What follows belongs to an exercise in optimizing a design on an open flow for small area; a production flow would make more cautious choices. The RTL was checked by simulation tests, not by an equivalence proof against the original design. Power and IR drop assume default switching activity.

--- design/flow/run.sh ---
#!/bin/bash
# synth_recipe.tcl (not shown) runs the flow's synth.tcl, then flattens the netlist and writes it again
# the make line also repeats each setting of config.mk as NAME=value (left out here)
make -C /OpenROAD-flow-scripts/flow DESIGN_CONFIG=/design/flow/config.mk WORK_HOME=/design/flow/orfs CLKGATE_MAP_FILE= SYNTH_SCRIPT=/design/flow/synth_recipe.tcl finish
--- design/flow/config.mk ---
export PLATFORM = sky130hd
export DESIGN_NAME = aftabExecute
export DESIGN_NICKNAME = aftabExecute
export VERILOG_FILES = /design/flow/design.v
export SDC_FILE = /design/flow/constraint.sdc
export NUM_CORES = 4
export LEC_CHECK = 0
export CAP_MARGIN = 20
export CORE_MARGIN = 2
export CORE_UTILIZATION = 55
export CTS_BUF_LIST = sky130_fd_sc_hd__clkbuf_8 sky130_fd_sc_hd__clkbuf_16
export CTS_CLUSTER_DIAMETER = 100
export CTS_CLUSTER_SIZE = 30
export PLACE_DENSITY = 0.7
export SETUP_SLACK_MARGIN = 0.25
export SLEW_MARGIN = 20
export SYNTH_HIERARCHICAL = 1
--- design/flow/constraint.sdc ---
create_clock -name core_clock -period 12.0 [get_ports {clk}]
set_input_delay 2.4000 -clock core_clock [delete_from_list [all_inputs] [get_ports {clk}]]
set_output_delay 2.4000 -clock core_clock [all_outputs]
set_load 0.01 [all_outputs]
--- design/flow/design.v ---
`timescale 1ns/1ps
module gAoi222 (
    input  logic a1, a2, b1, b2, c1, c2,
    output logic y
);
    assign y = ~((a1 & a2) | (b1 & b2) | (c1 & c2));
endmodule
module gAoi22 (
    input  logic a1, a2, b1, b2,
    output logic y
);
    assign y = ~((a1 & a2) | (b1 & b2));
endmodule
module gAoi32 (
    input  logic a1, a2, a3, b1, b2,
    output logic y
);
    assign y = ~((a1 & a2 & a3) | (b1 & b2));
endmodule
module gNand2 (
    input  logic a, b,
    output logic y
);
    assign y = ~(a & b);
endmodule
module gNand3 (
    input  logic a, b, c,
    output logic y
);
    assign y = ~(a & b & c);
endmodule
module gNand4 (
    input  logic a, b, c, d,
    output logic y
);
    assign y = ~(a & b & c & d);
endmodule
module gOr3 (
    input  logic a, b, c,
    output logic y
);
    assign y = a | b | c;
endmodule
module gNor2 (
    input  logic a, b,
    output logic y
);
    assign y = ~(a | b);
endmodule
module gInv (
    input  logic a,
    output logic y
);
    assign y = ~a;
endmodule
module gMux2i (
    input  logic s, a, b,
    output logic y
);
    assign y = ~(s ? b : a);
endmodule
module gXor2 (
    input  logic a, b,
    output logic y
);
    assign y = a ^ b;
endmodule
module gXnor2 (
    input  logic a, b,
    output logic y
);
    assign y = ~(a ^ b);
endmodule
module gO32a (
    input  logic a1, a2, a3, b1, b2,
    output logic y
);
    assign y = (a1 | a2 | a3) & (b1 | b2);
endmodule
`timescale 1ns/1ps
module immGen (
    input  logic [31:7] ir,
    input  logic [1:0]  immSel,
    output logic [31:0] imm
);
    always_comb begin
        case (immSel)
            2'd0:    imm = {{20{ir[31]}}, ir[31:20]};
            2'd1:    imm = {{20{ir[31]}}, ir[31:25], ir[11:7]};
            2'd2:    imm = {ir[31:12], 12'b0};
            default: imm = '0;
        endcase
    end
endmodule
`timescale 1ns/1ps
module readDecode (
    input  logic [4:0]  idx,
    output logic [31:1] sel
);
    for (genvar i = 1; i < 32; i++) begin : g_sel
        assign sel[i] = (idx == 5'(i));
    end
endmodule
module readBitImm (
    input  logic [31:1] sel,
    input  logic [31:1] d,
    input  logic        selImm,
    input  logic        selImmN,
    input  logic        imm,
    output logic        y
);
    logic [10:0] low;
    logic [2:0]  part;
    for (genvar g = 0; g < 10; g++) begin : g_aoi
        gAoi222 u (.a1(sel[3*g+1]), .a2(d[3*g+1]), .b1(sel[3*g+2]), .b2(d[3*g+2]),
                   .c1(sel[3*g+3]), .c2(d[3*g+3]), .y(low[g]));
    end
    gNand2 u_last (.a(sel[31]), .b(d[31]), .y(low[10]));
    gNand4 u_p0 (.a(low[0]), .b(low[1]), .c(low[2]), .d(low[3]), .y(part[0]));
    gNand4 u_p1 (.a(low[4]), .b(low[5]), .c(low[6]), .d(low[7]), .y(part[1]));
    gNand4 u_p2 (.a(low[8]), .b(low[9]), .c(low[10]), .d(selImmN), .y(part[2]));
    gO32a  u_y  (.a1(part[0]), .a2(part[1]), .a3(part[2]), .b1(imm), .b2(selImmN), .y(y));
endmodule
module readBitNoExtra (
    input  logic [31:1] sel,
    input  logic [31:1] d,
    output logic        y
);
    logic [10:0] low;
    logic [2:0]  part;
    for (genvar g = 0; g < 10; g++) begin : g_aoi
        gAoi222 u (.a1(sel[3*g+1]), .a2(d[3*g+1]), .b1(sel[3*g+2]), .b2(d[3*g+2]),
                   .c1(sel[3*g+3]), .c2(d[3*g+3]), .y(low[g]));
    end
    gNand2 u_last (.a(sel[31]), .b(d[31]), .y(low[10]));
    gNand4 u_p0 (.a(low[0]), .b(low[1]), .c(low[2]), .d(low[3]), .y(part[0]));
    gNand4 u_p1 (.a(low[4]), .b(low[5]), .c(low[6]), .d(low[7]), .y(part[1]));
    gNand3 u_p2 (.a(low[8]), .b(low[9]), .c(low[10]), .y(part[2]));
    gOr3   u_or (.a(part[0]), .b(part[1]), .c(part[2]), .y(y));
endmodule
`timescale 1ns/1ps
module executeUnit (
    input  logic [31:0] opA,
    input  logic [31:0] opB,
    input  logic [31:0] imm,
    input  logic        reset,
    input  logic        addSubBar,
    input  logic        compareSigned,
    input  logic [1:0]  selLogic,
    input  logic [1:0]  selShift,
    input  logic [1:0]  resultSel,
    output logic [31:0] writeData,
    output logic        lt,
    output logic        eq,
    output logic        gt
);
    logic [31:0] x;
    assign x = opA ^ opB;
    logic [31:0] sum, shr;
    logic        left;
    addSub     u_add (.a(opA), .x(x), .sub(addSubBar), .s(sum));
    comparator u_cmp (.a(opA), .b(opB), .x(x), .signedCmp(compareSigned),
                      .lt(lt), .eq(eq), .gt(gt));
    logic [4:0] sh;
    logic       fill;
    assign left = (selShift == 2'd0);
    assign sh   = opB[4:0] & {5{selShift != 2'd3}};
    assign fill = (selShift == 2'd2) & opA[31];
    logic [3:0] dA, dB;
    for (genvar k = 0; k < 4; k++) begin : g_dec
        assign dA[k] = (sh[1:0] == 2'(k));
        assign dB[k] = (sh[3:2] == 2'(k));
    end
    shiftCore  u_sh  (.a(opA), .left(left), .dA(dA), .dB(dB), .sh4(sh[4]), .fill(fill),
                      .fillN(~fill), .y(shr));
    logic tAb, tX, tSum, tShr, tShl, tImm;
    assign tAb  = ~reset & (resultSel == 2'd1) & ~selLogic[1];
    assign tX   = ~reset & (resultSel == 2'd1) & (selLogic[1] ^ selLogic[0]);
    assign tSum = ~reset & (resultSel == 2'd0);
    assign tShr = ~reset & (resultSel == 2'd2) & ~left;
    assign tShl = ~reset & (resultSel == 2'd2) & left;
    assign tImm = ~reset & (resultSel == 2'd3);
    for (genvar i = 0; i < 32; i++) begin : g_res
        resultBit u (.a(opA[i]), .b(opB[i]), .x(x[i]), .s(sum[i]), .shr(shr[i]),
                     .shl(shr[31-i]), .imm(imm[i]), .tAb(tAb), .tX(tX), .tSum(tSum),
                     .tShr(tShr), .tShl(tShl), .tImm(tImm), .y(writeData[i]));
    end
endmodule
module resultBit (
    input  logic a, b, x, s, shr, shl, imm,
    input  logic tAb, tX, tSum, tShr, tShl, tImm,
    output logic y
);
    logic y1, y2, y3;
    gAoi32  u1 (.a1(a), .a2(b), .a3(tAb), .b1(x), .b2(tX), .y(y1));
    gAoi222 u2 (.a1(tSum), .a2(s), .b1(tShr), .b2(shr), .c1(tShl), .c2(shl), .y(y2));
    gNand2  u3 (.a(tImm), .b(imm), .y(y3));
    gNand3  u4 (.a(y1), .b(y2), .c(y3), .y(y));
endmodule
module comparator (
    input  logic [31:0] a,
    input  logic [31:0] b,
    input  logic [31:0] x,
    input  logic        signedCmp,
    output logic        lt,
    output logic        eq,
    output logic        gt
);
    logic [3:0] blkLt, blkEq;
    always_comb begin
        for (int j = 0; j < 4; j++) begin
            blkLt[j] = ~a[8*j] & b[8*j];
            for (int i = 8 * j + 1; i < 8 * j + 8; i++) blkLt[j] = x[i] ? b[i] : blkLt[j];
            blkEq[j] = ~|x[8*j +: 8];
        end
    end
    logic lt10, lt32, eq10, eq32, ltu;
    assign lt10 = blkLt[1] | (blkEq[1] & blkLt[0]);
    assign lt32 = blkLt[3] | (blkEq[3] & blkLt[2]);
    assign eq10 = blkEq[1] & blkEq[0];
    assign eq32 = blkEq[3] & blkEq[2];
    assign ltu  = lt32 | (eq32 & lt10);
    assign eq = eq32 & eq10;
    assign lt = ltu ^ (signedCmp & x[31]);
    assign gt = ~lt & ~eq;
endmodule
`timescale 1ns/1ps
module addSub (
    input  logic [31:0] a,
    input  logic [31:0] x,
    input  logic        sub,
    output logic [31:0] s
);
    logic x1, x2, x3, x4, x5, x6, x7, x8, x9, x10, x11, x12;
    logic x13, x14, x15, x16, x17, x18, x19, x20, x21, x22, x23, x24;
    logic x25, x26, x27, x28, x29, x30, x31, x32, m33, i34, m35, m36;
    logic p37, m38, p39, m40, p41, m42, p43, m44, p45, m46, p47, m48;
    logic p49, m50, p51, m52, p53, m54, p55, m56, p57, m58, p59, m60;
    logic p61, m62, p63, m64, m65, p66, m67, p68, m69, p70, m71, p72;
    logic m73, p74, m75, p76, m77, m78, p79, m80, p81, m82, i83, m84;
    logic i85, m86, m87, i88, m89, i90, m91, m92, m93, i94, m95, m96;
    logic m97, m98, i99, m100, m101, i102, m103, i104, m105, m106, i107, m108;
    logic m109, m110, i111, m112, i113, m114, m115, i116, m117, m118, i119, m120;
    logic m121;
    gXor2 g1 (.a(x[0]), .b(sub), .y(x1));
    gXor2 g2 (.a(x[1]), .b(sub), .y(x2));
    gXor2 g3 (.a(x[2]), .b(sub), .y(x3));
    gXor2 g4 (.a(x[3]), .b(sub), .y(x4));
    gXor2 g5 (.a(x[4]), .b(sub), .y(x5));
    gXor2 g6 (.a(x[5]), .b(sub), .y(x6));
    gXor2 g7 (.a(x[6]), .b(sub), .y(x7));
    gXor2 g8 (.a(x[7]), .b(sub), .y(x8));
    gXor2 g9 (.a(x[8]), .b(sub), .y(x9));
    gXor2 g10 (.a(x[9]), .b(sub), .y(x10));
    gXor2 g11 (.a(x[10]), .b(sub), .y(x11));
    gXor2 g12 (.a(x[11]), .b(sub), .y(x12));
    gXor2 g13 (.a(x[12]), .b(sub), .y(x13));
    gXor2 g14 (.a(x[13]), .b(sub), .y(x14));
    gXor2 g15 (.a(x[14]), .b(sub), .y(x15));
    gXor2 g16 (.a(x[15]), .b(sub), .y(x16));
    gXor2 g17 (.a(x[16]), .b(sub), .y(x17));
    gXor2 g18 (.a(x[17]), .b(sub), .y(x18));
    gXor2 g19 (.a(x[18]), .b(sub), .y(x19));
    gXor2 g20 (.a(x[19]), .b(sub), .y(x20));
    gXor2 g21 (.a(x[20]), .b(sub), .y(x21));
    gXor2 g22 (.a(x[21]), .b(sub), .y(x22));
    gXor2 g23 (.a(x[22]), .b(sub), .y(x23));
    gXor2 g24 (.a(x[23]), .b(sub), .y(x24));
    gXor2 g25 (.a(x[24]), .b(sub), .y(x25));
    gXor2 g26 (.a(x[25]), .b(sub), .y(x26));
    gXor2 g27 (.a(x[26]), .b(sub), .y(x27));
    gXor2 g28 (.a(x[27]), .b(sub), .y(x28));
    gXor2 g29 (.a(x[28]), .b(sub), .y(x29));
    gXor2 g30 (.a(x[29]), .b(sub), .y(x30));
    gXor2 g31 (.a(x[30]), .b(sub), .y(x31));
    gXor2 g32 (.a(x[31]), .b(sub), .y(x32));
    gMux2i g33 (.s(x1), .a(a[0]), .b(sub), .y(m33));
    gInv g34 (.a(m33), .y(i34));
    gMux2i g35 (.s(x2), .a(a[1]), .b(i34), .y(m35));
    gMux2i g36 (.s(x4), .a(a[3]), .b(a[2]), .y(m36));
    gNand2 g37 (.a(x4), .b(x3), .y(p37));
    gMux2i g38 (.s(x6), .a(a[5]), .b(a[4]), .y(m38));
    gNand2 g39 (.a(x6), .b(x5), .y(p39));
    gMux2i g40 (.s(x8), .a(a[7]), .b(a[6]), .y(m40));
    gNand2 g41 (.a(x8), .b(x7), .y(p41));
    gMux2i g42 (.s(x10), .a(a[9]), .b(a[8]), .y(m42));
    gNand2 g43 (.a(x10), .b(x9), .y(p43));
    gMux2i g44 (.s(x12), .a(a[11]), .b(a[10]), .y(m44));
    gNand2 g45 (.a(x12), .b(x11), .y(p45));
    gMux2i g46 (.s(x14), .a(a[13]), .b(a[12]), .y(m46));
    gNand2 g47 (.a(x14), .b(x13), .y(p47));
    gMux2i g48 (.s(x16), .a(a[15]), .b(a[14]), .y(m48));
    gNand2 g49 (.a(x16), .b(x15), .y(p49));
    gMux2i g50 (.s(x18), .a(a[17]), .b(a[16]), .y(m50));
    gNand2 g51 (.a(x18), .b(x17), .y(p51));
    gMux2i g52 (.s(x20), .a(a[19]), .b(a[18]), .y(m52));
    gNand2 g53 (.a(x20), .b(x19), .y(p53));
    gMux2i g54 (.s(x22), .a(a[21]), .b(a[20]), .y(m54));
    gNand2 g55 (.a(x22), .b(x21), .y(p55));
    gMux2i g56 (.s(x24), .a(a[23]), .b(a[22]), .y(m56));
    gNand2 g57 (.a(x24), .b(x23), .y(p57));
    gMux2i g58 (.s(x26), .a(a[25]), .b(a[24]), .y(m58));
    gNand2 g59 (.a(x26), .b(x25), .y(p59));
    gMux2i g60 (.s(x28), .a(a[27]), .b(a[26]), .y(m60));
    gNand2 g61 (.a(x28), .b(x27), .y(p61));
    gMux2i g62 (.s(x30), .a(a[29]), .b(a[28]), .y(m62));
    gNand2 g63 (.a(x30), .b(x29), .y(p63));
    gMux2i g64 (.s(p37), .a(m35), .b(m36), .y(m64));
    gMux2i g65 (.s(p41), .a(m38), .b(m40), .y(m65));
    gNor2 g66 (.a(p41), .b(p39), .y(p66));
    gMux2i g67 (.s(p45), .a(m42), .b(m44), .y(m67));
    gNor2 g68 (.a(p45), .b(p43), .y(p68));
    gMux2i g69 (.s(p49), .a(m46), .b(m48), .y(m69));
    gNor2 g70 (.a(p49), .b(p47), .y(p70));
    gMux2i g71 (.s(p53), .a(m50), .b(m52), .y(m71));
    gNor2 g72 (.a(p53), .b(p51), .y(p72));
    gMux2i g73 (.s(p57), .a(m54), .b(m56), .y(m73));
    gNor2 g74 (.a(p57), .b(p55), .y(p74));
    gMux2i g75 (.s(p61), .a(m58), .b(m60), .y(m75));
    gNor2 g76 (.a(p61), .b(p59), .y(p76));
    gMux2i g77 (.s(p66), .a(m65), .b(m64), .y(m77));
    gMux2i g78 (.s(p70), .a(m69), .b(m67), .y(m78));
    gNand2 g79 (.a(p70), .b(p68), .y(p79));
    gMux2i g80 (.s(p74), .a(m73), .b(m71), .y(m80));
    gNand2 g81 (.a(p74), .b(p72), .y(p81));
    gMux2i g82 (.s(p79), .a(m77), .b(m78), .y(m82));
    gInv g83 (.a(m80), .y(i83));
    gMux2i g84 (.s(p81), .a(m82), .b(i83), .y(m84));
    gInv g85 (.a(m77), .y(i85));
    gMux2i g86 (.s(p68), .a(m67), .b(i85), .y(m86));
    gMux2i g87 (.s(p72), .a(m71), .b(m82), .y(m87));
    gInv g88 (.a(m84), .y(i88));
    gMux2i g89 (.s(p76), .a(m75), .b(i88), .y(m89));
    gInv g90 (.a(m38), .y(i90));
    gMux2i g91 (.s(p39), .a(m64), .b(i90), .y(m91));
    gMux2i g92 (.s(p43), .a(m77), .b(m42), .y(m92));
    gMux2i g93 (.s(p47), .a(m86), .b(m46), .y(m93));
    gInv g94 (.a(m50), .y(i94));
    gMux2i g95 (.s(p51), .a(m82), .b(i94), .y(m95));
    gMux2i g96 (.s(p55), .a(m87), .b(m54), .y(m96));
    gMux2i g97 (.s(p59), .a(m84), .b(m58), .y(m97));
    gMux2i g98 (.s(p63), .a(m89), .b(m62), .y(m98));
    gInv g99 (.a(m35), .y(i99));
    gMux2i g100 (.s(x3), .a(a[2]), .b(i99), .y(m100));
    gMux2i g101 (.s(x5), .a(a[4]), .b(m64), .y(m101));
    gInv g102 (.a(m91), .y(i102));
    gMux2i g103 (.s(x7), .a(a[6]), .b(i102), .y(m103));
    gInv g104 (.a(m77), .y(i104));
    gMux2i g105 (.s(x9), .a(a[8]), .b(i104), .y(m105));
    gMux2i g106 (.s(x11), .a(a[10]), .b(m92), .y(m106));
    gInv g107 (.a(m86), .y(i107));
    gMux2i g108 (.s(x13), .a(a[12]), .b(i107), .y(m108));
    gMux2i g109 (.s(x15), .a(a[14]), .b(m93), .y(m109));
    gMux2i g110 (.s(x17), .a(a[16]), .b(m82), .y(m110));
    gInv g111 (.a(m95), .y(i111));
    gMux2i g112 (.s(x19), .a(a[18]), .b(i111), .y(m112));
    gInv g113 (.a(m87), .y(i113));
    gMux2i g114 (.s(x21), .a(a[20]), .b(i113), .y(m114));
    gMux2i g115 (.s(x23), .a(a[22]), .b(m96), .y(m115));
    gInv g116 (.a(m84), .y(i116));
    gMux2i g117 (.s(x25), .a(a[24]), .b(i116), .y(m117));
    gMux2i g118 (.s(x27), .a(a[26]), .b(m97), .y(m118));
    gInv g119 (.a(m89), .y(i119));
    gMux2i g120 (.s(x29), .a(a[28]), .b(i119), .y(m120));
    gMux2i g121 (.s(x31), .a(a[30]), .b(m98), .y(m121));
    gXor2 g122 (.a(x1), .b(sub), .y(s[0]));
    gXnor2 g123 (.a(x2), .b(m33), .y(s[1]));
    gXnor2 g124 (.a(x3), .b(m35), .y(s[2]));
    gXnor2 g125 (.a(x4), .b(m100), .y(s[3]));
    gXor2 g126 (.a(x5), .b(m64), .y(s[4]));
    gXnor2 g127 (.a(x6), .b(m101), .y(s[5]));
    gXnor2 g128 (.a(x7), .b(m91), .y(s[6]));
    gXnor2 g129 (.a(x8), .b(m103), .y(s[7]));
    gXnor2 g130 (.a(x9), .b(m77), .y(s[8]));
    gXnor2 g131 (.a(x10), .b(m105), .y(s[9]));
    gXor2 g132 (.a(x11), .b(m92), .y(s[10]));
    gXnor2 g133 (.a(x12), .b(m106), .y(s[11]));
    gXnor2 g134 (.a(x13), .b(m86), .y(s[12]));
    gXnor2 g135 (.a(x14), .b(m108), .y(s[13]));
    gXor2 g136 (.a(x15), .b(m93), .y(s[14]));
    gXnor2 g137 (.a(x16), .b(m109), .y(s[15]));
    gXor2 g138 (.a(x17), .b(m82), .y(s[16]));
    gXnor2 g139 (.a(x18), .b(m110), .y(s[17]));
    gXnor2 g140 (.a(x19), .b(m95), .y(s[18]));
    gXnor2 g141 (.a(x20), .b(m112), .y(s[19]));
    gXnor2 g142 (.a(x21), .b(m87), .y(s[20]));
    gXnor2 g143 (.a(x22), .b(m114), .y(s[21]));
    gXor2 g144 (.a(x23), .b(m96), .y(s[22]));
    gXnor2 g145 (.a(x24), .b(m115), .y(s[23]));
    gXnor2 g146 (.a(x25), .b(m84), .y(s[24]));
    gXnor2 g147 (.a(x26), .b(m117), .y(s[25]));
    gXor2 g148 (.a(x27), .b(m97), .y(s[26]));
    gXnor2 g149 (.a(x28), .b(m118), .y(s[27]));
    gXnor2 g150 (.a(x29), .b(m89), .y(s[28]));
    gXnor2 g151 (.a(x30), .b(m120), .y(s[29]));
    gXor2 g152 (.a(x31), .b(m98), .y(s[30]));
    gXnor2 g153 (.a(x32), .b(m121), .y(s[31]));
endmodule
module shiftCore (
    input  logic [31:0] a,
    input  logic        left,
    input  logic [3:0]  dA,
    input  logic [3:0]  dB,
    input  logic        sh4,
    input  logic        fill,
    input  logic        fillN,
    output logic [31:0] y
);
    logic m1, m2, m3, m4, m5, m6, m7, m8, m9, m10, m11, m12;
    logic m13, m14, m15, m16, m17, m18, m19, m20, m21, m22, m23, m24;
    logic m25, m26, m27, m28, m29, m30, m31, m32, l33, l34, o35, l36;
    logic l37, o38, l39, l40, o41, l42, l43, o44, l45, l46, o47, l48;
    logic l49, o50, l51, l52, o53, l54, l55, o56, l57, l58, o59, l60;
    logic l61, o62, l63, l64, o65, l66, l67, o68, l69, l70, o71, l72;
    logic l73, o74, l75, l76, o77, l78, l79, o80, l81, l82, o83, l84;
    logic l85, o86, l87, l88, o89, l90, l91, o92, l93, l94, o95, l96;
    logic l97, o98, l99, l100, o101, l102, l103, o104, l105, l106, o107, l108;
    logic l109, o110, l111, l112, o113, l114, l115, o116, l117, l118, o119, l120;
    logic l121, o122, l123, l124, o125, l126, l127, o128, l129, l130, o131, l132;
    logic l133, o134, l135, l136, o137, l138, l139, o140, l141, l142, o143, l144;
    logic l145, o146, l147, l148, o149, l150, l151, o152, l153, l154, o155, l156;
    logic l157, o158, l159, l160, o161, l162, l163, o164, l165, l166, o167, l168;
    logic l169, o170, l171, l172, o173, l174, l175, o176, l177, l178, o179, l180;
    logic l181, o182, l183, l184, o185, l186, l187, o188, l189, l190, o191, l192;
    logic l193, o194, l195, l196, o197, l198, l199, o200, l201, l202, o203, l204;
    logic l205, o206, l207, l208, o209, l210, l211, o212, l213, l214, o215, l216;
    logic l217, o218, l219, l220, o221, l222, l223, o224;
    gMux2i g1 (.s(left), .a(a[0]), .b(a[31]), .y(m1));
    gMux2i g2 (.s(left), .a(a[1]), .b(a[30]), .y(m2));
    gMux2i g3 (.s(left), .a(a[2]), .b(a[29]), .y(m3));
    gMux2i g4 (.s(left), .a(a[3]), .b(a[28]), .y(m4));
    gMux2i g5 (.s(left), .a(a[4]), .b(a[27]), .y(m5));
    gMux2i g6 (.s(left), .a(a[5]), .b(a[26]), .y(m6));
    gMux2i g7 (.s(left), .a(a[6]), .b(a[25]), .y(m7));
    gMux2i g8 (.s(left), .a(a[7]), .b(a[24]), .y(m8));
    gMux2i g9 (.s(left), .a(a[8]), .b(a[23]), .y(m9));
    gMux2i g10 (.s(left), .a(a[9]), .b(a[22]), .y(m10));
    gMux2i g11 (.s(left), .a(a[10]), .b(a[21]), .y(m11));
    gMux2i g12 (.s(left), .a(a[11]), .b(a[20]), .y(m12));
    gMux2i g13 (.s(left), .a(a[12]), .b(a[19]), .y(m13));
    gMux2i g14 (.s(left), .a(a[13]), .b(a[18]), .y(m14));
    gMux2i g15 (.s(left), .a(a[14]), .b(a[17]), .y(m15));
    gMux2i g16 (.s(left), .a(a[15]), .b(a[16]), .y(m16));
    gMux2i g17 (.s(left), .a(a[16]), .b(a[15]), .y(m17));
    gMux2i g18 (.s(left), .a(a[17]), .b(a[14]), .y(m18));
    gMux2i g19 (.s(left), .a(a[18]), .b(a[13]), .y(m19));
    gMux2i g20 (.s(left), .a(a[19]), .b(a[12]), .y(m20));
    gMux2i g21 (.s(left), .a(a[20]), .b(a[11]), .y(m21));
    gMux2i g22 (.s(left), .a(a[21]), .b(a[10]), .y(m22));
    gMux2i g23 (.s(left), .a(a[22]), .b(a[9]), .y(m23));
    gMux2i g24 (.s(left), .a(a[23]), .b(a[8]), .y(m24));
    gMux2i g25 (.s(left), .a(a[24]), .b(a[7]), .y(m25));
    gMux2i g26 (.s(left), .a(a[25]), .b(a[6]), .y(m26));
    gMux2i g27 (.s(left), .a(a[26]), .b(a[5]), .y(m27));
    gMux2i g28 (.s(left), .a(a[27]), .b(a[4]), .y(m28));
    gMux2i g29 (.s(left), .a(a[28]), .b(a[3]), .y(m29));
    gMux2i g30 (.s(left), .a(a[29]), .b(a[2]), .y(m30));
    gMux2i g31 (.s(left), .a(a[30]), .b(a[1]), .y(m31));
    gMux2i g32 (.s(left), .a(a[31]), .b(a[0]), .y(m32));
    gAoi222 g33 (.a1(dA[0]), .a2(m1), .b1(dA[1]), .b2(m2), .c1(dA[2]), .c2(m3), .y(l33));
    gNand2 g34 (.a(dA[3]), .b(m4), .y(l34));
    gNand2 g35 (.a(l33), .b(l34), .y(o35));
    gAoi222 g36 (.a1(dA[0]), .a2(m2), .b1(dA[1]), .b2(m3), .c1(dA[2]), .c2(m4), .y(l36));
    gNand2 g37 (.a(dA[3]), .b(m5), .y(l37));
    gNand2 g38 (.a(l36), .b(l37), .y(o38));
    gAoi222 g39 (.a1(dA[0]), .a2(m3), .b1(dA[1]), .b2(m4), .c1(dA[2]), .c2(m5), .y(l39));
    gNand2 g40 (.a(dA[3]), .b(m6), .y(l40));
    gNand2 g41 (.a(l39), .b(l40), .y(o41));
    gAoi222 g42 (.a1(dA[0]), .a2(m4), .b1(dA[1]), .b2(m5), .c1(dA[2]), .c2(m6), .y(l42));
    gNand2 g43 (.a(dA[3]), .b(m7), .y(l43));
    gNand2 g44 (.a(l42), .b(l43), .y(o44));
    gAoi222 g45 (.a1(dA[0]), .a2(m5), .b1(dA[1]), .b2(m6), .c1(dA[2]), .c2(m7), .y(l45));
    gNand2 g46 (.a(dA[3]), .b(m8), .y(l46));
    gNand2 g47 (.a(l45), .b(l46), .y(o47));
    gAoi222 g48 (.a1(dA[0]), .a2(m6), .b1(dA[1]), .b2(m7), .c1(dA[2]), .c2(m8), .y(l48));
    gNand2 g49 (.a(dA[3]), .b(m9), .y(l49));
    gNand2 g50 (.a(l48), .b(l49), .y(o50));
    gAoi222 g51 (.a1(dA[0]), .a2(m7), .b1(dA[1]), .b2(m8), .c1(dA[2]), .c2(m9), .y(l51));
    gNand2 g52 (.a(dA[3]), .b(m10), .y(l52));
    gNand2 g53 (.a(l51), .b(l52), .y(o53));
    gAoi222 g54 (.a1(dA[0]), .a2(m8), .b1(dA[1]), .b2(m9), .c1(dA[2]), .c2(m10), .y(l54));
    gNand2 g55 (.a(dA[3]), .b(m11), .y(l55));
    gNand2 g56 (.a(l54), .b(l55), .y(o56));
    gAoi222 g57 (.a1(dA[0]), .a2(m9), .b1(dA[1]), .b2(m10), .c1(dA[2]), .c2(m11), .y(l57));
    gNand2 g58 (.a(dA[3]), .b(m12), .y(l58));
    gNand2 g59 (.a(l57), .b(l58), .y(o59));
    gAoi222 g60 (.a1(dA[0]), .a2(m10), .b1(dA[1]), .b2(m11), .c1(dA[2]), .c2(m12), .y(l60));
    gNand2 g61 (.a(dA[3]), .b(m13), .y(l61));
    gNand2 g62 (.a(l60), .b(l61), .y(o62));
    gAoi222 g63 (.a1(dA[0]), .a2(m11), .b1(dA[1]), .b2(m12), .c1(dA[2]), .c2(m13), .y(l63));
    gNand2 g64 (.a(dA[3]), .b(m14), .y(l64));
    gNand2 g65 (.a(l63), .b(l64), .y(o65));
    gAoi222 g66 (.a1(dA[0]), .a2(m12), .b1(dA[1]), .b2(m13), .c1(dA[2]), .c2(m14), .y(l66));
    gNand2 g67 (.a(dA[3]), .b(m15), .y(l67));
    gNand2 g68 (.a(l66), .b(l67), .y(o68));
    gAoi222 g69 (.a1(dA[0]), .a2(m13), .b1(dA[1]), .b2(m14), .c1(dA[2]), .c2(m15), .y(l69));
    gNand2 g70 (.a(dA[3]), .b(m16), .y(l70));
    gNand2 g71 (.a(l69), .b(l70), .y(o71));
    gAoi222 g72 (.a1(dA[0]), .a2(m14), .b1(dA[1]), .b2(m15), .c1(dA[2]), .c2(m16), .y(l72));
    gNand2 g73 (.a(dA[3]), .b(m17), .y(l73));
    gNand2 g74 (.a(l72), .b(l73), .y(o74));
    gAoi222 g75 (.a1(dA[0]), .a2(m15), .b1(dA[1]), .b2(m16), .c1(dA[2]), .c2(m17), .y(l75));
    gNand2 g76 (.a(dA[3]), .b(m18), .y(l76));
    gNand2 g77 (.a(l75), .b(l76), .y(o77));
    gAoi222 g78 (.a1(dA[0]), .a2(m16), .b1(dA[1]), .b2(m17), .c1(dA[2]), .c2(m18), .y(l78));
    gNand2 g79 (.a(dA[3]), .b(m19), .y(l79));
    gNand2 g80 (.a(l78), .b(l79), .y(o80));
    gAoi222 g81 (.a1(dA[0]), .a2(m17), .b1(dA[1]), .b2(m18), .c1(dA[2]), .c2(m19), .y(l81));
    gNand2 g82 (.a(dA[3]), .b(m20), .y(l82));
    gNand2 g83 (.a(l81), .b(l82), .y(o83));
    gAoi222 g84 (.a1(dA[0]), .a2(m18), .b1(dA[1]), .b2(m19), .c1(dA[2]), .c2(m20), .y(l84));
    gNand2 g85 (.a(dA[3]), .b(m21), .y(l85));
    gNand2 g86 (.a(l84), .b(l85), .y(o86));
    gAoi222 g87 (.a1(dA[0]), .a2(m19), .b1(dA[1]), .b2(m20), .c1(dA[2]), .c2(m21), .y(l87));
    gNand2 g88 (.a(dA[3]), .b(m22), .y(l88));
    gNand2 g89 (.a(l87), .b(l88), .y(o89));
    gAoi222 g90 (.a1(dA[0]), .a2(m20), .b1(dA[1]), .b2(m21), .c1(dA[2]), .c2(m22), .y(l90));
    gNand2 g91 (.a(dA[3]), .b(m23), .y(l91));
    gNand2 g92 (.a(l90), .b(l91), .y(o92));
    gAoi222 g93 (.a1(dA[0]), .a2(m21), .b1(dA[1]), .b2(m22), .c1(dA[2]), .c2(m23), .y(l93));
    gNand2 g94 (.a(dA[3]), .b(m24), .y(l94));
    gNand2 g95 (.a(l93), .b(l94), .y(o95));
    gAoi222 g96 (.a1(dA[0]), .a2(m22), .b1(dA[1]), .b2(m23), .c1(dA[2]), .c2(m24), .y(l96));
    gNand2 g97 (.a(dA[3]), .b(m25), .y(l97));
    gNand2 g98 (.a(l96), .b(l97), .y(o98));
    gAoi222 g99 (.a1(dA[0]), .a2(m23), .b1(dA[1]), .b2(m24), .c1(dA[2]), .c2(m25), .y(l99));
    gNand2 g100 (.a(dA[3]), .b(m26), .y(l100));
    gNand2 g101 (.a(l99), .b(l100), .y(o101));
    gAoi222 g102 (.a1(dA[0]), .a2(m24), .b1(dA[1]), .b2(m25), .c1(dA[2]), .c2(m26), .y(l102));
    gNand2 g103 (.a(dA[3]), .b(m27), .y(l103));
    gNand2 g104 (.a(l102), .b(l103), .y(o104));
    gAoi222 g105 (.a1(dA[0]), .a2(m25), .b1(dA[1]), .b2(m26), .c1(dA[2]), .c2(m27), .y(l105));
    gNand2 g106 (.a(dA[3]), .b(m28), .y(l106));
    gNand2 g107 (.a(l105), .b(l106), .y(o107));
    gAoi222 g108 (.a1(dA[0]), .a2(m26), .b1(dA[1]), .b2(m27), .c1(dA[2]), .c2(m28), .y(l108));
    gNand2 g109 (.a(dA[3]), .b(m29), .y(l109));
    gNand2 g110 (.a(l108), .b(l109), .y(o110));
    gAoi222 g111 (.a1(dA[0]), .a2(m27), .b1(dA[1]), .b2(m28), .c1(dA[2]), .c2(m29), .y(l111));
    gNand2 g112 (.a(dA[3]), .b(m30), .y(l112));
    gNand2 g113 (.a(l111), .b(l112), .y(o113));
    gAoi222 g114 (.a1(dA[0]), .a2(m28), .b1(dA[1]), .b2(m29), .c1(dA[2]), .c2(m30), .y(l114));
    gNand2 g115 (.a(dA[3]), .b(m31), .y(l115));
    gNand2 g116 (.a(l114), .b(l115), .y(o116));
    gAoi222 g117 (.a1(dA[0]), .a2(m29), .b1(dA[1]), .b2(m30), .c1(dA[2]), .c2(m31), .y(l117));
    gNand2 g118 (.a(dA[3]), .b(m32), .y(l118));
    gNand2 g119 (.a(l117), .b(l118), .y(o119));
    gAoi222 g120 (.a1(dA[0]), .a2(m30), .b1(dA[1]), .b2(m31), .c1(dA[2]), .c2(m32), .y(l120));
    gNand2 g121 (.a(dA[3]), .b(fillN), .y(l121));
    gNand2 g122 (.a(l120), .b(l121), .y(o122));
    gAoi222 g123 (.a1(dA[0]), .a2(m31), .b1(dA[1]), .b2(m32), .c1(dA[2]), .c2(fillN), .y(l123));
    gNand2 g124 (.a(dA[3]), .b(fillN), .y(l124));
    gNand2 g125 (.a(l123), .b(l124), .y(o125));
    gAoi222 g126 (.a1(dA[0]), .a2(m32), .b1(dA[1]), .b2(fillN), .c1(dA[2]), .c2(fillN), .y(l126));
    gNand2 g127 (.a(dA[3]), .b(fillN), .y(l127));
    gNand2 g128 (.a(l126), .b(l127), .y(o128));
    gAoi222 g129 (.a1(dB[0]), .a2(o35), .b1(dB[1]), .b2(o47), .c1(dB[2]), .c2(o59), .y(l129));
    gNand2 g130 (.a(dB[3]), .b(o71), .y(l130));
    gNand2 g131 (.a(l129), .b(l130), .y(o131));
    gAoi222 g132 (.a1(dB[0]), .a2(o38), .b1(dB[1]), .b2(o50), .c1(dB[2]), .c2(o62), .y(l132));
    gNand2 g133 (.a(dB[3]), .b(o74), .y(l133));
    gNand2 g134 (.a(l132), .b(l133), .y(o134));
    gAoi222 g135 (.a1(dB[0]), .a2(o41), .b1(dB[1]), .b2(o53), .c1(dB[2]), .c2(o65), .y(l135));
    gNand2 g136 (.a(dB[3]), .b(o77), .y(l136));
    gNand2 g137 (.a(l135), .b(l136), .y(o137));
    gAoi222 g138 (.a1(dB[0]), .a2(o44), .b1(dB[1]), .b2(o56), .c1(dB[2]), .c2(o68), .y(l138));
    gNand2 g139 (.a(dB[3]), .b(o80), .y(l139));
    gNand2 g140 (.a(l138), .b(l139), .y(o140));
    gAoi222 g141 (.a1(dB[0]), .a2(o47), .b1(dB[1]), .b2(o59), .c1(dB[2]), .c2(o71), .y(l141));
    gNand2 g142 (.a(dB[3]), .b(o83), .y(l142));
    gNand2 g143 (.a(l141), .b(l142), .y(o143));
    gAoi222 g144 (.a1(dB[0]), .a2(o50), .b1(dB[1]), .b2(o62), .c1(dB[2]), .c2(o74), .y(l144));
    gNand2 g145 (.a(dB[3]), .b(o86), .y(l145));
    gNand2 g146 (.a(l144), .b(l145), .y(o146));
    gAoi222 g147 (.a1(dB[0]), .a2(o53), .b1(dB[1]), .b2(o65), .c1(dB[2]), .c2(o77), .y(l147));
    gNand2 g148 (.a(dB[3]), .b(o89), .y(l148));
    gNand2 g149 (.a(l147), .b(l148), .y(o149));
    gAoi222 g150 (.a1(dB[0]), .a2(o56), .b1(dB[1]), .b2(o68), .c1(dB[2]), .c2(o80), .y(l150));
    gNand2 g151 (.a(dB[3]), .b(o92), .y(l151));
    gNand2 g152 (.a(l150), .b(l151), .y(o152));
    gAoi222 g153 (.a1(dB[0]), .a2(o59), .b1(dB[1]), .b2(o71), .c1(dB[2]), .c2(o83), .y(l153));
    gNand2 g154 (.a(dB[3]), .b(o95), .y(l154));
    gNand2 g155 (.a(l153), .b(l154), .y(o155));
    gAoi222 g156 (.a1(dB[0]), .a2(o62), .b1(dB[1]), .b2(o74), .c1(dB[2]), .c2(o86), .y(l156));
    gNand2 g157 (.a(dB[3]), .b(o98), .y(l157));
    gNand2 g158 (.a(l156), .b(l157), .y(o158));
    gAoi222 g159 (.a1(dB[0]), .a2(o65), .b1(dB[1]), .b2(o77), .c1(dB[2]), .c2(o89), .y(l159));
    gNand2 g160 (.a(dB[3]), .b(o101), .y(l160));
    gNand2 g161 (.a(l159), .b(l160), .y(o161));
    gAoi222 g162 (.a1(dB[0]), .a2(o68), .b1(dB[1]), .b2(o80), .c1(dB[2]), .c2(o92), .y(l162));
    gNand2 g163 (.a(dB[3]), .b(o104), .y(l163));
    gNand2 g164 (.a(l162), .b(l163), .y(o164));
    gAoi222 g165 (.a1(dB[0]), .a2(o71), .b1(dB[1]), .b2(o83), .c1(dB[2]), .c2(o95), .y(l165));
    gNand2 g166 (.a(dB[3]), .b(o107), .y(l166));
    gNand2 g167 (.a(l165), .b(l166), .y(o167));
    gAoi222 g168 (.a1(dB[0]), .a2(o74), .b1(dB[1]), .b2(o86), .c1(dB[2]), .c2(o98), .y(l168));
    gNand2 g169 (.a(dB[3]), .b(o110), .y(l169));
    gNand2 g170 (.a(l168), .b(l169), .y(o170));
    gAoi222 g171 (.a1(dB[0]), .a2(o77), .b1(dB[1]), .b2(o89), .c1(dB[2]), .c2(o101), .y(l171));
    gNand2 g172 (.a(dB[3]), .b(o113), .y(l172));
    gNand2 g173 (.a(l171), .b(l172), .y(o173));
    gAoi222 g174 (.a1(dB[0]), .a2(o80), .b1(dB[1]), .b2(o92), .c1(dB[2]), .c2(o104), .y(l174));
    gNand2 g175 (.a(dB[3]), .b(o116), .y(l175));
    gNand2 g176 (.a(l174), .b(l175), .y(o176));
    gAoi222 g177 (.a1(dB[0]), .a2(o83), .b1(dB[1]), .b2(o95), .c1(dB[2]), .c2(o107), .y(l177));
    gNand2 g178 (.a(dB[3]), .b(o119), .y(l178));
    gNand2 g179 (.a(l177), .b(l178), .y(o179));
    gAoi222 g180 (.a1(dB[0]), .a2(o86), .b1(dB[1]), .b2(o98), .c1(dB[2]), .c2(o110), .y(l180));
    gNand2 g181 (.a(dB[3]), .b(o122), .y(l181));
    gNand2 g182 (.a(l180), .b(l181), .y(o182));
    gAoi222 g183 (.a1(dB[0]), .a2(o89), .b1(dB[1]), .b2(o101), .c1(dB[2]), .c2(o113), .y(l183));
    gNand2 g184 (.a(dB[3]), .b(o125), .y(l184));
    gNand2 g185 (.a(l183), .b(l184), .y(o185));
    gAoi222 g186 (.a1(dB[0]), .a2(o92), .b1(dB[1]), .b2(o104), .c1(dB[2]), .c2(o116), .y(l186));
    gNand2 g187 (.a(dB[3]), .b(o128), .y(l187));
    gNand2 g188 (.a(l186), .b(l187), .y(o188));
    gAoi222 g189 (.a1(dB[0]), .a2(o95), .b1(dB[1]), .b2(o107), .c1(dB[2]), .c2(o119), .y(l189));
    gNand2 g190 (.a(dB[3]), .b(fillN), .y(l190));
    gNand2 g191 (.a(l189), .b(l190), .y(o191));
    gAoi222 g192 (.a1(dB[0]), .a2(o98), .b1(dB[1]), .b2(o110), .c1(dB[2]), .c2(o122), .y(l192));
    gNand2 g193 (.a(dB[3]), .b(fillN), .y(l193));
    gNand2 g194 (.a(l192), .b(l193), .y(o194));
    gAoi222 g195 (.a1(dB[0]), .a2(o101), .b1(dB[1]), .b2(o113), .c1(dB[2]), .c2(o125), .y(l195));
    gNand2 g196 (.a(dB[3]), .b(fillN), .y(l196));
    gNand2 g197 (.a(l195), .b(l196), .y(o197));
    gAoi222 g198 (.a1(dB[0]), .a2(o104), .b1(dB[1]), .b2(o116), .c1(dB[2]), .c2(o128), .y(l198));
    gNand2 g199 (.a(dB[3]), .b(fillN), .y(l199));
    gNand2 g200 (.a(l198), .b(l199), .y(o200));
    gAoi222 g201 (.a1(dB[0]), .a2(o107), .b1(dB[1]), .b2(o119), .c1(dB[2]), .c2(fillN), .y(l201));
    gNand2 g202 (.a(dB[3]), .b(fillN), .y(l202));
    gNand2 g203 (.a(l201), .b(l202), .y(o203));
    gAoi222 g204 (.a1(dB[0]), .a2(o110), .b1(dB[1]), .b2(o122), .c1(dB[2]), .c2(fillN), .y(l204));
    gNand2 g205 (.a(dB[3]), .b(fillN), .y(l205));
    gNand2 g206 (.a(l204), .b(l205), .y(o206));
    gAoi222 g207 (.a1(dB[0]), .a2(o113), .b1(dB[1]), .b2(o125), .c1(dB[2]), .c2(fillN), .y(l207));
    gNand2 g208 (.a(dB[3]), .b(fillN), .y(l208));
    gNand2 g209 (.a(l207), .b(l208), .y(o209));
    gAoi222 g210 (.a1(dB[0]), .a2(o116), .b1(dB[1]), .b2(o128), .c1(dB[2]), .c2(fillN), .y(l210));
    gNand2 g211 (.a(dB[3]), .b(fillN), .y(l211));
    gNand2 g212 (.a(l210), .b(l211), .y(o212));
    gAoi222 g213 (.a1(dB[0]), .a2(o119), .b1(dB[1]), .b2(fillN), .c1(dB[2]), .c2(fillN), .y(l213));
    gNand2 g214 (.a(dB[3]), .b(fillN), .y(l214));
    gNand2 g215 (.a(l213), .b(l214), .y(o215));
    gAoi222 g216 (.a1(dB[0]), .a2(o122), .b1(dB[1]), .b2(fillN), .c1(dB[2]), .c2(fillN), .y(l216));
    gNand2 g217 (.a(dB[3]), .b(fillN), .y(l217));
    gNand2 g218 (.a(l216), .b(l217), .y(o218));
    gAoi222 g219 (.a1(dB[0]), .a2(o125), .b1(dB[1]), .b2(fillN), .c1(dB[2]), .c2(fillN), .y(l219));
    gNand2 g220 (.a(dB[3]), .b(fillN), .y(l220));
    gNand2 g221 (.a(l219), .b(l220), .y(o221));
    gAoi222 g222 (.a1(dB[0]), .a2(o128), .b1(dB[1]), .b2(fillN), .c1(dB[2]), .c2(fillN), .y(l222));
    gNand2 g223 (.a(dB[3]), .b(fillN), .y(l223));
    gNand2 g224 (.a(l222), .b(l223), .y(o224));
    gMux2i g225 (.s(sh4), .a(o131), .b(o179), .y(y[0]));
    gMux2i g226 (.s(sh4), .a(o134), .b(o182), .y(y[1]));
    gMux2i g227 (.s(sh4), .a(o137), .b(o185), .y(y[2]));
    gMux2i g228 (.s(sh4), .a(o140), .b(o188), .y(y[3]));
    gMux2i g229 (.s(sh4), .a(o143), .b(o191), .y(y[4]));
    gMux2i g230 (.s(sh4), .a(o146), .b(o194), .y(y[5]));
    gMux2i g231 (.s(sh4), .a(o149), .b(o197), .y(y[6]));
    gMux2i g232 (.s(sh4), .a(o152), .b(o200), .y(y[7]));
    gMux2i g233 (.s(sh4), .a(o155), .b(o203), .y(y[8]));
    gMux2i g234 (.s(sh4), .a(o158), .b(o206), .y(y[9]));
    gMux2i g235 (.s(sh4), .a(o161), .b(o209), .y(y[10]));
    gMux2i g236 (.s(sh4), .a(o164), .b(o212), .y(y[11]));
    gMux2i g237 (.s(sh4), .a(o167), .b(o215), .y(y[12]));
    gMux2i g238 (.s(sh4), .a(o170), .b(o218), .y(y[13]));
    gMux2i g239 (.s(sh4), .a(o173), .b(o221), .y(y[14]));
    gMux2i g240 (.s(sh4), .a(o176), .b(o224), .y(y[15]));
    gMux2i g241 (.s(sh4), .a(o179), .b(fillN), .y(y[16]));
    gMux2i g242 (.s(sh4), .a(o182), .b(fillN), .y(y[17]));
    gMux2i g243 (.s(sh4), .a(o185), .b(fillN), .y(y[18]));
    gMux2i g244 (.s(sh4), .a(o188), .b(fillN), .y(y[19]));
    gMux2i g245 (.s(sh4), .a(o191), .b(fillN), .y(y[20]));
    gMux2i g246 (.s(sh4), .a(o194), .b(fillN), .y(y[21]));
    gMux2i g247 (.s(sh4), .a(o197), .b(fillN), .y(y[22]));
    gMux2i g248 (.s(sh4), .a(o200), .b(fillN), .y(y[23]));
    gMux2i g249 (.s(sh4), .a(o203), .b(fillN), .y(y[24]));
    gMux2i g250 (.s(sh4), .a(o206), .b(fillN), .y(y[25]));
    gMux2i g251 (.s(sh4), .a(o209), .b(fillN), .y(y[26]));
    gMux2i g252 (.s(sh4), .a(o212), .b(fillN), .y(y[27]));
    gMux2i g253 (.s(sh4), .a(o215), .b(fillN), .y(y[28]));
    gMux2i g254 (.s(sh4), .a(o218), .b(fillN), .y(y[29]));
    gMux2i g255 (.s(sh4), .a(o221), .b(fillN), .y(y[30]));
    gMux2i g256 (.s(sh4), .a(o224), .b(fillN), .y(y[31]));
endmodule
`timescale 1ns/1ps
module aftabExecute (
    input  logic        clk,
    input  logic        reset,
    input  logic        ldIR,
    input  logic        writeRegFile,
    input  logic        selImm,
    input  logic        addSubBar,
    input  logic        compareSigned,
    input  logic [31:0] instrIn,
    input  logic [1:0]  immSel,
    input  logic [1:0]  selLogic,
    input  logic [1:0]  selShift,
    input  logic [1:0]  resultSel,
    output logic [31:0] writeData,
    output logic        lt,
    output logic        eq,
    output logic        gt
);
    logic [31:7] ir;
    always_ff @(posedge clk) begin
        if (reset | ldIR) ir <= instrIn[31:7] & {25{~reset}};
    end
    logic [31:1][31:0] rf;
    for (genvar i = 1; i < 32; i++) begin : g_reg
        logic en;
        assign en = reset | (writeRegFile & (ir[11:7] == 5'(i)));
        always_ff @(posedge clk) begin
            if (en) rf[i] <= writeData;
        end
    end
    logic [31:0] imm, opA, opB;
    logic [31:1] selA, selB;
    immGen u_imm (.ir(ir[31:7]), .immSel(immSel), .imm(imm));
    readDecode u_decA (.idx(ir[19:15]), .sel(selA));
    readDecode u_decB (.idx(ir[24:20]), .sel(selB));
    for (genvar b = 0; b < 32; b++) begin : g_read
        logic [31:1] col;
        for (genvar i = 1; i < 32; i++) begin : g_col
            assign col[i] = rf[i][b];
        end
        readBitNoExtra u_a (.sel(selA), .d(col), .y(opA[b]));
        readBitImm     u_b (.sel(selB), .d(col), .selImm(selImm), .selImmN(~selImm), .imm(imm[b]), .y(opB[b]));
    end
    executeUnit u_exe (
        .opA(opA), .opB(opB), .imm(imm),
        .reset(reset), .addSubBar(addSubBar), .compareSigned(compareSigned),
        .selLogic(selLogic), .selShift(selShift), .resultSel(resultSel),
        .writeData(writeData), .lt(lt), .eq(eq), .gt(gt)
    );
endmodule
==> results of run 1 <==
==> critical path: cells and delay by family <==
| family | cells | cell delay, ns |
|---|---|---|
| buf+inv | 10 | 2.79 |
| mux | 9 | 1.95 |
| compound gates | 2 | 0.80 |
| xor+xnor | 3 | 0.79 |
| simple gates | 2 | 0.42 |
==> worst paths after layout <==
path                            slack, ns       from            end  cells past startpoint
worst max-delay path                 0.42  immSel[0]  writeData[29]                     26
worst min-delay path                 1.06     ir[25]        rf[569]                      3
worst max register to register       4.00     ir[18]        rf[223]                     28
worst min register to register       1.06     ir[25]        rf[569]                      3
==> power by group through the flow <==
stage | combinational (mW) | sequential, mW | clock (mW)
5_1_grt | 2.76 | 5.44 | 1.83
2_1_floorplan | 1.45 | 5.32 | 0
3_3_place_gp | 2.53 | 5.35 | 0
6_report | 2.68 | 5.37 | 1.72
3_5_place_dp | 2.57 | 5.43 | 0
4_1_cts | 2.58 | 5.35 | 1.72
==> per-layer routing <==
layer	track usage [%]	vias up	routed length (um)
li1	-	14065	-
met1	55.4	17351	58600
met2	59.3	3754	74700
met3	9.05	595	28300
met4	25.2	4	13900
met5	0	-	27
==> per-stage QoR <==
stage          cells  total power [mW]  setup WS [ns]  hold slack (ns)  utilization [%]
2_1_floorplan   2867              6.77           2.15             1.10                -
3_3_place_gp    4161              7.89          0.869            0.983             60.4
3_5_place_dp    4161              8.01          0.750             1.00             60.4
4_1_cts         4209              9.65          0.686             1.03             61.8
5_1_grt         4210              10.0          0.325             1.09             61.9
6_report        4211              9.77          0.422             1.06             61.9
==> area by class of cell <==
class | count | area (um^2) | share of cell area (%)
diodes | 1 | 2.50 | 0.00501
clock buffers | 43 | 1080 | 2.16
clock inverters | 5 | 78.8 | 0.158
inverters | 26 | 100 | 0.201
multi-input cells | 1804 | 14700 | 29.4
flip-flops and latches | 1017 | 30500 | 61.2
well taps | 1060 | 1330 | 2.66
repair buffers | 255 | 2100 | 4.21
==> state kept, by name, summed over array words and instances (netlist names) <==
signal	cells
rf	992
ir	25
==> results.sh, run 1 <==
export IMPL_status="complete, no violations"
export IMPL_stdcell_area_mm2=0.0499
export IMPL_grt_pass1_vias=34000
export IMPL_die_h_um=290
export IMPL_die_area_mm2=0.0841
export IMPL_num_io_pins=82
export IMPL_final_antenna_net_count=0
export IMPL_cp_common_cell="mux2i_1"
export IMPL_h_tree_depth=2
export IMPL_hold_viol_final=0
export IMPL_chipWidth_um=290
export IMPL_clk_latency_ns=0.65
export IMPL_start_util_pct=55.7
export IMPL_area_delta_synth_final_pct=11.0
export IMPL_cpMaxStageDelayCell="clkdlybuf4s50_1"
export IMPL_cts_tree="yes"
export IMPL_clock_path_buffers=3
export IMPL_worstMarginPinSlew_ns=1.15
export IMPL_critPathCaptureType="output pin"
export IMPL_min_period_over_period_pct=96.5
export IMPL_p_int_mw=6.45
export IMPL_synth_nets=2914
export IMPL_drcViolationCount=0
export IMPL_ctsResizeCount=0
export IMPL_post_cts_buffers=0
export IMPL_port_buffers=74
export IMPL_drv_slew=0
export IMPL_fin_tns_setup_ns=0
export IMPL_final_setup_viol_count=0
export IMPL_gp_congestion=1.04
export IMPL_final_common_cell="edfxtp_1"
export IMPL_dpl_cell_area_mm2=0.0487
export IMPL_syn_instance_count=2867
export IMPL_fill_cells=6032
export IMPL_final_net_count=3192
export IMPL_wirelength_um=175000
export IMPL_drtIter0Drc=9986
export IMPL_p_comb_share_pct=27.4
export IMPL_cts_root_buffer="clkbuf_16"
export IMPL_rsz0062_at_grt="false"
export IMPL_seqPwrFrac_pct=55.0
export IMPL_pwr_density_cell_mw_per_mm2=196
export IMPL_irDropWorstVdd_mv=0.131
export IMPL_syn_area_mm2=0.0450
export IMPL_final_min_clock_period_ns=11.58
export IMPL_syn_avg_cell_area_um2=15.7
export IMPL_cp_start_kind="primary input"
export IMPL_numCtsBuffers=41
export IMPL_place_hpwl_um=113000
export IMPL_fin_skew_ns=0.0676
export IMPL_worst_setup_path_type="primary input to output pin"
export IMPL_slowest_delay_ns=1.10
export IMPL_cts_hold_buf=0
export IMPL_grtUsageTotal_pct=40.5
export IMPL_vias=35769
export IMPL_routedWlPerCell_um=41.7
export IMPL_switching_power_mw=3.32
export IMPL_grt_first_pass_wirelength_um=245000
export IMPL_final_cell_mix="edfxtp_1 (1017), a222oi_1 (736), nand2_1 (258)"
export IMPL_cts_reportedPaths_clkPinSlew_ns=0.11
export IMPL_min_path_type="flop to flop"
export IMPL_dr_pass1_iters=13
export IMPL_avgViaCountPerCell=8.49
export IMPL_power_switching_share_pct=34.0
export IMPL_cp_max_fo=12
export IMPL_drive_above_1_share_pct=11.3
export IMPL_grt_overflow=0
export IMPL_antenna_found_initial=3
export IMPL_grt_max_degree=47
export IMPL_crit_required_ns=9.60
export IMPL_maxCapViolCount=0
export IMPL_crit_arrival_ns=9.18
export IMPL_std_cell_rows=104
export IMPL_clkPwrFrac_pct=17.6
export IMPL_leakage_nw=16.8
export IMPL_maxSlewHeadroom_pct=23.0
export IMPL_core_region_area_mm2=0.0807
export IMPL_synth_warnings=9
export IMPL_numClockSinks=1017
export IMPL_clock_fmax_mhz=86.4
==> run 2, diff against run 1 <==
==> design/flow/flow/run.sh (new file) <==
#!/bin/bash
# The standard layout (standard.sh: the standard flow's synthesis and ORFS steps), with two changes:
# the port buffers are buf_2 cells instead of delay cells, and clock tree synthesis
# uses larger sink clusters and inserts no dummy loads.
set -euo pipefail
bash standard.sh \
  "BUFFER_PORTS_ARGS=-buffer_cell sky130_fd_sc_hd__buf_2" \
  "CTS_ARGS=-sink_clustering_enable -repair_clock_nets -dont_use_dummy_load -sink_clustering_size 25 -sink_clustering_max_diameter 90 -buf_list {sky130_fd_sc_hd__clkbuf_8 sky130_fd_sc_hd__clkbuf_16}" \
  finish > standard.log 2>&1
==> design/flow/standard.sh (new file) <==
#!/bin/bash
# synth_recipe.tcl (not shown) runs the flow's synth.tcl, then flattens the netlist and writes it again
# the make line also repeats each setting of config.mk as NAME=value (left out here)
make -C /OpenROAD-flow-scripts/flow DESIGN_CONFIG=/design/flow/config.mk WORK_HOME=/design/flow/orfs CLKGATE_MAP_FILE= SYNTH_SCRIPT=/design/flow/synth_recipe.tcl "${@:-finish}"
==> design/flow/config.mk (replaced) <==
export PLATFORM = sky130hd
export DESIGN_NAME = aftabExecute
export DESIGN_NICKNAME = aftabExecute
export VERILOG_FILES = /design/flow/design.v
export SDC_FILE = /design/flow/constraint.sdc
export NUM_CORES = 4
export LEC_CHECK = 0
export CAP_MARGIN = 20
export CORE_MARGIN = 2
export CORE_UTILIZATION = 55
export PLACE_DENSITY = 0.7
export SETUP_SLACK_MARGIN = 0.2
export SLEW_MARGIN = 20
export SYNTH_HIERARCHICAL = 1
removed: design/flow/run.sh
==> run 2 against run 1 <==
Net effect: still clean; global-route usage rose by 2.1 points; critical path depth down 3; hold slack lost 0.16 ns; critical path type is now flop to output pin.
==> results.sh, run 2 <==
export IMPL_power_switching_share_pct=34.8
export IMPL_maxSlewHeadroom_pct=19.0
export IMPL_start_util_pct=55.7
export IMPL_die_h_um=290
export IMPL_final_net_count=3170
export IMPL_crit_required_ns=9.60
export IMPL_cts_root_buffer="clkbuf_16"
export IMPL_worst_setup_path_type="flop to output pin"
export IMPL_grt_pass1_vias=34167
export IMPL_largest_registers="rf: 992 flops, ir: 25 flops"
export IMPL_cts_tree="yes"
export IMPL_switching_power_mw=3.44
export IMPL_whs_ns=0.891
export IMPL_clock_path_buffers=3
export IMPL_fin_tns_setup_ns=0
export IMPL_fin_skew_ns=0.100
export IMPL_place_hpwl_um=118000
export IMPL_crit_arrival_ns=9.09
export IMPL_routedWlPerCell_um=44.1
export IMPL_vias=36096
export IMPL_grtUsageTotal_pct=42.5
export IMPL_synth_warnings=9
export IMPL_wl_met2_um=79500
export IMPL_drive_above_1_share_pct=12.8
export IMPL_cp_start_kind="flop"
export IMPL_grt_max_degree=47
export IMPL_rsz0062_at_grt="false"
export IMPL_grt_overflow=0
export IMPL_dr_wl_met3_um=30600
export IMPL_rrSetupSlack_ns=3.11
export IMPL_min_path_type="flop to flop"
export IMPL_p_comb_share_pct=27.5
export IMPL_core_region_area_mm2=0.0807
export IMPL_syn_avg_cell_area_um2=15.7
export IMPL_drcViolationCount=0
export IMPL_seqPwrFrac_pct=54.5
export IMPL_status="complete, no violations"
export IMPL_std_cell_rows=104
export IMPL_gp_congestion=0.982
export IMPL_num_io_pins=82
export IMPL_clkPwrFrac_pct=17.9
export IMPL_grt_first_pass_wirelength_um=254000
export IMPL_avgViaCountPerCell=8.63
export IMPL_worstMarginPinSlew_ns=1.21
export IMPL_p_int_mw=6.44
export IMPL_final_antenna_net_count=0
export IMPL_cts_reportedPaths_clkPinSlew_ns=0.10
export IMPL_highest_layer="met5"
export IMPL_wirelength_um=184000
export IMPL_final_common_cell="edfxtp_1"
export IMPL_clock_fmax_mhz=87.1
export IMPL_ctsResizeCount=0
export IMPL_timing_rr_start="ir[22]"
export IMPL_chipWidth_um=290
export IMPL_leakage_nw=16.7
export IMPL_hold_depth=3
export IMPL_clk_latency_ns=0.69
export IMPL_cp_max_fo=15
export IMPL_port_buffers=74
export IMPL_h_tree_depth=2
export IMPL_die_area_mm2=0.0841
export IMPL_final_min_clock_period_ns=11.49
export IMPL_largest_register="rf"
export IMPL_syn_instance_count=2867
export IMPL_synth_nets=2914
export IMPL_syn_area_mm2=0.0450
export IMPL_crit_start="ir[22]"
export IMPL_cts_hold_buf=0
export IMPL_largest_reg_flops=992
export IMPL_area_delta_synth_final_pct=9.73
export IMPL_drv_slew=0
export IMPL_irDropWorstVdd_mv=0.156
export IMPL_wl_met1_um=60400
export IMPL_min_period_over_period_pct=95.7
export IMPL_dr_pass1_iters=14
export IMPL_numCtsBuffers=48
export IMPL_hold_viol_final=0
export IMPL_pwr_density_cell_mw_per_mm2=200
export IMPL_critPathCaptureType="output pin"
export IMPL_rr_endpoint="rf[861]"
export IMPL_crit_end="writeData[29]"
export IMPL_drtIter0Drc=9995
export IMPL_post_cts_buffers=0
export IMPL_reg2reg_depth=23
export IMPL_maxCapViolCount=0
export IMPL_antenna_found_initial=14
export IMPL_numClockSinks=1017
export IMPL_final_cell_mix="edfxtp_1 (1017), a222oi_1 (736), nand2_1 (258)"
export IMPL_final_setup_viol_count=0
[run 2: changes by cell type in the layout (fill, tap and decap cells not counted), moves of 2 or more]
| cell | change |
|---|---|
| a21o_2 | +2 |
| a21o_4 | -2 |
| buf_2 | +72 |
| buf_4 | -27 |
| clkbuf_16 | +5 |
| clkdlybuf4s50_1 | -72 |
| diode_2 | +2 |
[run 2: layout make-up]
| type | instances | area [um^2] |
|---|---|---|
| diodes | 3 | 7.51 |
| clock buffers | 48 | 1200 |
| fillers | 6110 | 31300 |
| inverters | 26 | 100 |
| multi-input cells | 1804 | 14700 |
| flip-flops and latches | 1017 | 30500 |
| well taps | 1060 | 1330 |
| repair buffers | 226 | 1510 |
[run 2: routing by layer]
layer | global-route usage (%) | vias to the layer above
li1 | - | 14000
met1 | 56.0 | 17612
met2 | 62.9 | 3806
met3 | 12.7 | 664
met4 | 25.2 | 14
met5 | 1.30 | -
[run 2: how the worst min path moves through the flow]
stage	from	endpoint
detailed placement	ir[26]	rf[890]
global route	ir[26]	rf[890]
finish	ir[26]	rf[890]
CTS	ir[26]	rf[890]
global placement	ir[26]	rf[890]
floorplan	ir[10]	rf[100]
[run 2: stage by stage]
stage	instance area, um^2	util (%)	total power, mW	instances	setup WS (ns)
finish	49300	61.2	9.88	4184	0.513
floorplan	45000	-	6.77	2867	2.15
detailed placement	48100	59.7	8.03	4133	0.933
CTS	49300	61.1	9.73	4181	0.846
global placement	48100	59.7	7.91	4133	1.06
global route	49300	61.2	10.1	4181	0.221
[run 2: critical path: stages (launching register included)]
cell      delay, ns
edfxtp_1       0.60
or3_1          0.55
nor2_2         0.89
a222oi_1       0.28
nand4_1        0.23
o32a_1         0.45
xor2_1         0.32
xor2_1         0.29
mux2i_1        0.31
inv_1          0.06
mux2i_1        0.27
mux2i_1        0.32
mux2i_1        0.31
buf_4          0.20
mux2i_1        0.21
mux2i_1        0.62
inv_1          0.09
mux2i_1        0.54
inv_1          0.12
mux2i_1        0.20
xnor2_1        0.10
a222oi_1       0.34
nand3_1        0.69
buf_2          0.39
[run 2: power groups by stage]
stage          Clock [mW]  Sequential (mW)  Combinational (mW)
2_1_floorplan           0             5.32                1.45
3_3_place_gp            0             5.36                2.56
3_5_place_dp            0             5.44                2.60
4_1_cts              1.77             5.36                2.61
5_1_grt              1.88             5.45                2.78
6_report             1.77             5.38                2.72

## static timing again, ports no longer ideal
How much do the figures lean on ideal ports? The routed layouts below were timed once more, with nothing changed but the port constraints.
Step 1, drivers: a clkbuf_16 drives clk and a buf_2 each remaining input, both assumed.
Step 2 times the ports against the registers' clock, not the clock port: input delays grow and output delays shrink by t, the midpoint of the rising clock arrivals with the driver on.
Slacks: ideal ports / drivers / drivers and shift; pairs: ideal ports / drivers.
run | t (ns) | slack for setup (ns) | worst setup path at the end | clock arrival spread, ns
run 1 | 0.691 | 0.422 / 0.396 / 0.396 | input to output | 0.068 / 0.067
run 2 | 0.712 | 0.513 / 0.441 / 0.582 | input to output | 0.100 / 0.101
After both steps setup and hold are still met in every run listed. The setup slack of run 1, which loses most, moves by -0.026 ns with the drivers and by -0.026 ns with both steps.
